Source: an optimization exercise on an open RTL-to-GDS flow (aim: small area). Production flows keep margins and buffers that such runs may drop.
Function was checked by simulation only, so behaviour that the tests miss may differ from the original.
No activity file was given, so power comes from the tool's default toggle rates.

<file path="design/flow/config.mk">
export PLATFORM = sky130hd
export DESIGN_NAME = convPoolTop
export DESIGN_NICKNAME = convPoolTop
export VERILOG_FILES = /design/flow/design.v
export SDC_FILE = /design/flow/constraint.sdc
export NUM_CORES = 4
export LEC_CHECK = 0
export CAP_MARGIN = 20
export CORE_MARGIN = 2
export CORE_UTILIZATION = 40
export SLEW_MARGIN = 20
</file>
<file path="design/flow/constraint.sdc">
create_clock -name core_clock -period 7.5 [get_ports {clk}]
set_input_delay 1.5000 -clock core_clock [delete_from_list [all_inputs] [get_ports {clk}]]
set_output_delay 1.5000 -clock core_clock [all_outputs]
set_load 0.01 [all_outputs]
</file>
<file path="design/flow/design.v">
`timescale 1ns/1ps
module lineWindow (
    input  logic        clk,
    input  logic        rst,
    input  logic        pixValid,
    input  logic [7:0]  pix,
    output logic        winValid,
    output logic [71:0] win,
    output logic [6:0]  winPos
);
    localparam int imgSize = 8;
    localparam int kerSize = 3;
    localparam int convSize = imgSize - kerSize + 1;
    logic [7:0] rowBufNear [0:imgSize-1];
    logic [7:0] rowBufFar  [0:imgSize-1];
    logic [2:0] row;
    logic [2:0] col;
    logic [7:0] newCol0, newCol1, newCol2;
    logic       fullWin;
    logic [2:0] nextRow, nextCol;
    logic       nextLast;
    always_comb begin
        newCol0 = rowBufFar[col];
        newCol1 = rowBufNear[col];
        newCol2 = pix;
        fullWin = (row >= 3'(kerSize - 1)) && (col >= 3'(kerSize - 1));
        nextRow = row - 3'(kerSize - 1);
        nextCol = col - 3'(kerSize - 1);
        nextLast = (nextRow == 3'(convSize - 1)) && (nextCol == 3'(convSize - 1));
    end
    always_ff @(posedge clk) begin
        if (rst) begin
            row <= '0;
            col <= '0;
            winValid <= 1'b0;
        end else begin
            winValid <= pixValid && fullWin;
            if (pixValid) begin
                if (col == 3'(imgSize - 1)) begin
                    col <= '0;
                    if (row == 3'(imgSize - 1)) begin
                        row <= '0;
                    end else begin
                        row <= row + 1'b1;
                    end
                end else begin
                    col <= col + 1'b1;
                end
            end
        end
    end
    always_ff @(posedge clk) begin
        if (pixValid) begin
            rowBufFar[col] <= rowBufNear[col];
            rowBufNear[col] <= pix;
            win[0*8 +: 8] <= win[1*8 +: 8];
            win[1*8 +: 8] <= win[2*8 +: 8];
            win[2*8 +: 8] <= newCol0;
            win[3*8 +: 8] <= win[4*8 +: 8];
            win[4*8 +: 8] <= win[5*8 +: 8];
            win[5*8 +: 8] <= newCol1;
            win[6*8 +: 8] <= win[7*8 +: 8];
            win[7*8 +: 8] <= win[8*8 +: 8];
            win[8*8 +: 8] <= newCol2;
            winPos <= {nextRow, nextCol, nextLast};
        end
    end
endmodule
`timescale 1ns/1ps
module convMac (
    input  logic        clk,
    input  logic        rst,
    input  logic        coefWrite,
    input  logic [3:0]  coefAddr,
    input  logic [15:0] coefData,
    input  logic        winValid,
    input  logic [71:0] win,
    input  logic [6:0]  winPos,
    output logic        convValid,
    output logic [26:0] conv
);
    localparam int kerTaps = 9;
    localparam int biasAddr = kerTaps;
    logic signed [7:0]  kernel [0:kerTaps-1];
    logic signed [15:0] bias;
    logic signed [15:0] prod [0:kerTaps-1];
    logic               prodValid;
    logic [6:0]         prodPos;
    logic signed [19:0] sum;
    always_ff @(posedge clk) begin
        if (coefWrite) begin
            for (int k = 0; k < kerTaps; k++) begin
                if (coefAddr == 4'(k)) begin
                    kernel[k] <= coefData[7:0];
                end
            end
            if (coefAddr == 4'(biasAddr)) begin
                bias <= coefData;
            end
        end
    end
    always_ff @(posedge clk) begin
        if (rst) begin
            prodValid <= 1'b0;
        end else begin
            prodValid <= winValid;
        end
    end
    always_ff @(posedge clk) begin
        if (winValid) begin
            for (int k = 0; k < kerTaps; k++) begin
                prod[k] <= $signed(win[k*8 +: 8]) * kernel[k];
            end
            prodPos <= winPos;
        end
    end
    always_comb begin
        sum = 20'(bias);
        for (int k = 0; k < kerTaps; k++) begin
            sum = sum + 20'(prod[k]);
        end
    end
    always_ff @(posedge clk) begin
        if (rst) begin
            convValid <= 1'b0;
        end else begin
            convValid <= prodValid;
        end
    end
    always_ff @(posedge clk) begin
        if (prodValid) begin
            conv <= {sum, prodPos};
        end
    end
endmodule
`timescale 1ns/1ps
module maxPool (
    input  logic        clk,
    input  logic        rst,
    input  logic        convValid,
    input  logic [26:0] conv,
    output logic        poolValid,
    output logic [20:0] pool
);
    localparam int poolSize = 3;
    logic signed [19:0] convValue;
    logic [2:0]         convRow;
    logic [2:0]         convCol;
    logic               convLast;
    logic signed [19:0] partial [0:poolSize-1];
    logic signed [19:0] pairHold;
    logic signed [19:0] pairBest;
    logic signed [19:0] blockBest;
    logic [1:0]         pairIdx;
    logic               pairRowEnd;
    logic               pairColEnd;
    always_comb begin
        {convValue, convRow, convCol, convLast} = conv;
        pairRowEnd = convRow[0];
        pairColEnd = convCol[0];
        pairIdx = 2'(convCol >> 1);
        pairBest = (pairHold > convValue) ? pairHold : convValue;
        blockBest = (pairBest > partial[pairIdx]) ? pairBest : partial[pairIdx];
    end
    always_ff @(posedge clk) begin
        if (rst) begin
            poolValid <= 1'b0;
        end else begin
            poolValid <= convValid && pairRowEnd && pairColEnd;
        end
    end
    always_ff @(posedge clk) begin
        if (convValid) begin
            if (!pairColEnd) begin
                pairHold <= convValue;
            end else if (!pairRowEnd) begin
                partial[pairIdx] <= pairBest;
            end else begin
                pool <= {blockBest, convLast};
            end
        end
    end
endmodule
`timescale 1ns/1ps
module convPoolTop (
    input  logic        clk,
    input  logic        rst,
    input  logic        pixValid,
    input  logic [7:0]  pix,
    input  logic        coefWrite,
    input  logic [3:0]  coefAddr,
    input  logic [15:0] coefData,
    output logic        poolValid,
    output logic [20:0] pool
);
    logic        winValid;
    logic [71:0] win;
    logic [6:0]  winPos;
    logic        convValid;
    logic [26:0] conv;
    lineWindow uLineWindow (
        .clk      (clk),
        .rst      (rst),
        .pixValid (pixValid),
        .pix      (pix),
        .winValid (winValid),
        .win      (win),
        .winPos   (winPos)
    );
    convMac uConvMac (
        .clk       (clk),
        .rst       (rst),
        .coefWrite (coefWrite),
        .coefAddr  (coefAddr),
        .coefData  (coefData),
        .winValid  (winValid),
        .win       (win),
        .winPos    (winPos),
        .convValid (convValid),
        .conv      (conv)
    );
    maxPool uMaxPool (
        .clk       (clk),
        .rst       (rst),
        .convValid (convValid),
        .conv      (conv),
        .poolValid (poolValid),
        .pool      (pool)
    );
endmodule
</file>
<file path="design/flow/run.sh">
#!/bin/bash
# synth_recipe.tcl (not shown) runs the flow's synth.tcl, then flattens the netlist and writes it again
# the make line also repeats each setting of config.mk as NAME=value (left out here)
make -C /OpenROAD-flow-scripts/flow DESIGN_CONFIG=/design/flow/config.mk WORK_HOME=/design/flow/orfs CLKGATE_MAP_FILE= SYNTH_SCRIPT=/design/flow/synth_recipe.tcl finish
</file>
==> summary.md <==
| Metric | Value |
|---|---|
| Fin. max-slew vios | `0` |
| R2R Path Start | `uConvMac.prod[1][1]` |
| Core box area | `120000 sq um` |
| Outcome | `complete, no violations` |
| Max transition margin | `24.1%` |
| Area grow syn2layout | `10.3%` |
| Top-area cell type share of the netlist area | `35.4%` |
| Post-synth EDFFs | `568` |
| Wire per inst | `18.0 microns` |
| Max VDD drop | `243 uV` |
| Worst-skew pair later-pin latency | `0.64 ns` |
| Pin count of the biggest net entering global routing | `82` |
| Max Cap Viol | `0` |
| Setup TNS | `0 ns` |
| Post-synth ARST share | `0%` |
| Worst Hold End | `uConvMac.conv[4]` |
| Final global-route overflow total | `0` |
| Hold Violations, Final | `0` |
| Final Setup Violations | `0` |
| Post-CTS Hold Buffers | `0` |
| Worst-path fanout max | `4` |
| Top Usage Layer GRT | `met2` |
| Syn Inst Count | `4078` |
| Post-CTS Setup Inserts | `0` |
| CTS buffer count | `71` |
| Placer Congestion | `0.876` |
| Dominant cells by area after synthesis | `edfxtp_1, fa_1, ha_1, inv_1, and2_1` |
| Met3 Resource Use GR | `2.17%` |
| Clock Sinks | `583` |
| Via density | `4.87` |
| Final WL | `106 mm` |
| Initial antenna violation count | `5` |
| Critical Path RT | `7.89 ns` |
| Post-synth cell types | `76` |
| List of most frequent post-synthesis cells | `inv_1, fa_1, edfxtp_1` |
| DR iter-0 viols | `1772` |
| Crit path launch type | `register` |
| Drt pass-1 iters | `5` |
| Port Buffers | `53` |
| FF+latch count, synth | `583` |
| Post-DP HPWL | `81.6 mm` |
| Seq/Total Area, Yosys | `36.1%` |
| Die area | `123000 sq um` |
| Setup WS post-layout | `0.740 ns` |
| R2R setup slack | `0.74 ns` |
| Reg clk slew, reported paths | `0.06 ns` |
| Initial Util | `40.2%` |
| Vias in the first global route | `29700` |
| Number of H-tree levels | `3` |
| DP Cell Count | `5717` |
| CTS Buffer Depth | `3` |
| Non-filler cells, final | `5846` |
| Final min period | `6.76 ns` |
| Num rows | `127` |
| Antenna Nets Post-Route | `0` |
| Main synth FF type | `edfxtp_1` |
| Most numerous cell in the Yosys netlist | `inv_1` |
| Vias | `28500` |
| Worst clock skew | `0.0197 ns` |
| Chip height | `351 microns` |
| Layout cells sized above 1 | `5.69%` |
| Critical Path End Type | `register` |
| Hold_sp | `uConvMac.prodPos[4]` |
| Final Cycle Share | `90.1%` |
| First-pass GRT wire length | `169 mm` |
| Worst-margin pin slew | `1.14 ns` |
| Power Dens Cells | `260 nW/um^2` |
| R2r worst-path depth | `24` |
| Root cell of the clock tree | `clkbuf_16` |
| Comb power frac | `44.7%` |
| Reg power frac | `29.9%` |
| Global-route track usage on met1 | `24.5%` |
| Cell Int Power | `8.79 mW` |
| Fmax | `148 MHz` |
| Kind of critical path | `reg2reg` |
| CTS tree | `done` |
| Crit Reg-Reg Endpoint | `uConvMac.conv[24]` |
| I/O pin count | `54` |
| Worst Path Arrival | `7.15 ns` |
| RSZ-0062 raised after global routing | `no` |
| Met2 Use GR | `29.9%` |
| Post_cts resized | `0` |
| Pleak | `22.4 nW` |
| Mapped cell area | `48100 sq um` |
| GRT Total Usage | `17.8%` |
| WHS Path Cells | `0` |
| Yosys top cell by area | `edfxtp_1` |
| Clock share of power | `25.4%` |
| Antenna cell count | `0` |
| Place WS | `0.729 ns` |
| HP Class | `reg2reg` |
| Syn_nets | `5074` |
| Average cell area after synthesis | `11.8 sq um` |
| Sw frac | `36.4%` |
| Yosys warnings | `5` |
| Psw | `5.04 mW` |
| DRC | `0` |
| Nets@finish | `5174` |
| Die X | `351 microns` |
-- logic make-up after synthesis --
group	Yosys count	synth area share (%)
buffers and inverters	901	7.11
adders and majority gates	964	34.7
xor gates and xnor gates	157	2.86
DFF	583	36.1
muxes	88	2.81
and+or+nand+nor	1077	12.2
AOI/OAI and AO/OA	308	4.31
-- per-layer routing --
layer | up-vias | part of all wire, %
met5 | - | 0.030
met4 | 6 | 2.3
met3 | 129 | 3.5
met2 | 470 | 48
met1 | 14400 | 46
li1 | 13400 | -
-- power groups by stage --
stage	registers (mW)	logic, mW	clock network (mW)
detailed placement	4.20	6.17	0
CTS	4.13	6.22	3.61
global placement	4.20	6.07	0
global route	4.14	7.10	3.72
finish	4.13	6.18	3.51
floorplan	4.12	4.68	0
-- state kept, by name, summed over array words and instances (netlist names), named ones only --
| signal | flops |
|---|---|
| uLineWindow.winValid | 1 |
| uMaxPool.poolValid | 1 |
| uMaxPool.pool | 21 |
| uConvMac.conv | 25 |
| uConvMac.kernel | 72 |
| uConvMac.convValid | 1 |
| uConvMac.bias | 16 |
| uConvMac.prodValid | 1 |
| uLineWindow.win | 72 |
| uLineWindow.col | 3 |
| uMaxPool.partial | 60 |
| uLineWindow.winPos | 5 |
| uLineWindow.rowBufFar | 64 |
| uConvMac.prodPos | 5 |
| uMaxPool.pairHold | 20 |
| uLineWindow.row | 3 |
| uConvMac.prod | 144 |
| uLineWindow.rowBufNear | 64 |
-- worst max-delay path by stage --
stage	from	endpoint	slack [ns]	depth (start not counted)
finish	uConvMac.prod[1][1]	uConvMac.conv[24]	0.74	24
global route	uConvMac.prod[1][2]	uConvMac.conv[26]	0.26	21
CTS	uConvMac.prod[1][1]	uConvMac.conv[24]	0.71	24
detailed placement	uConvMac.prod[1][1]	uConvMac.conv[24]	0.73	24
global placement	uConvMac.prod[1][1]	uConvMac.conv[24]	0.83	24
floorplan	uConvMac.prod[1][1]	uConvMac.conv[25]	1.36	24
-- stage by stage --
step | hold slack, ns | area, sq um | power, mW | utilization, %
after floorplan | 0.400 | 48100 | 8.80 | -
after CTS | 0.421 | 53100 | 14.0 | 44.4
after global placement | 0.407 | 50700 | 10.3 | 42.4
after global routing | 0.424 | 53100 | 15.0 | 44.4
final | 0.422 | 53100 | 13.8 | 44.4
after detailed placement | 0.406 | 50700 | 10.4 | 42.4
-- layout make-up --
| class | instances | area (sq um) |
|---|---|---|
| Tap cell | 1612 | 2020 |
| Clock inverter | 41 | 542 |
| Inverter | 844 | 3170 |
| Sequential cell | 583 | 17400 |
| Multi-Input combinational cell | 2594 | 27400 |
| Clock buffer | 88 | 1840 |
| Fill cell | 11000 | 66600 |
| Timing Repair Buffer | 84 | 751 |
-- critical path, stage by stage (launching register included) --
cell and delay (ns):
edfxtp_1 0.32, inv_1 0.05, fa_1 0.53, inv_1 0.04, ha_1 0.21, fa_1 0.46
a21o_1 0.18, a21oi_1 0.28, o21bai_1 0.10, a21oi_1 0.18, xor2_1 0.22, fa_1 0.46
fa_1 0.41, fa_1 0.50, fa_1 0.50, inv_1 0.04, ha_1 0.33, a21oi_1 0.29
nand2_1 0.08, o21ai_1 0.25, o21ai_1 0.16, o41ai_1 0.41, o311a_1 0.24, nor2b_1 0.17
xnor2_1 0.08
-- layout by cell type, fill, tap and decap left out, types with 37 or more instances in the layout --
cell,netlist,routed
o21ai_1,38,38
fa_1,617,617
inv_1,843,843
o21ai_0,43,43
and2_1,339,339
ha_1,347,346
xnor2_1,145,145
nand2b_1,81,81
nand2_1,313,313
clkbuf_16,0,71
edfxtp_1,568,568
and3_1,38,37
a21oi_1,50,50
nor3_1,40,39
clkdlybuf4s50_1,0,50
nor2_1,101,98

[separate check: timing with driven ports]
The flow's constraints put no driver on any port. The routed layout listed below was extracted and timed again, unchanged, in two steps.
Step 1 assumes that a clkbuf_16 drives the clock port and a buf_2 every other input.
Step 2 times the ports against the registers' clock, not the clock port: input delays grow and output delays shrink by t, the midpoint of the rising clock arrivals with the driver on.
Slacks: no drivers / after step 1 / after step 2; pairs: no drivers / after step 1.
t (ns): 0.706
setup WS [ns]: 0.740 / 0.740 / 0.740
worst setup path after step 2: register to register
clock arrival spread, ns: 0.021 / 0.022
pins driven straight from the clock port: 1
After both steps this run still meets setup and hold. The setup slack of this run moves by 0.000 ns with the drivers and by 0.000 ns with both steps.
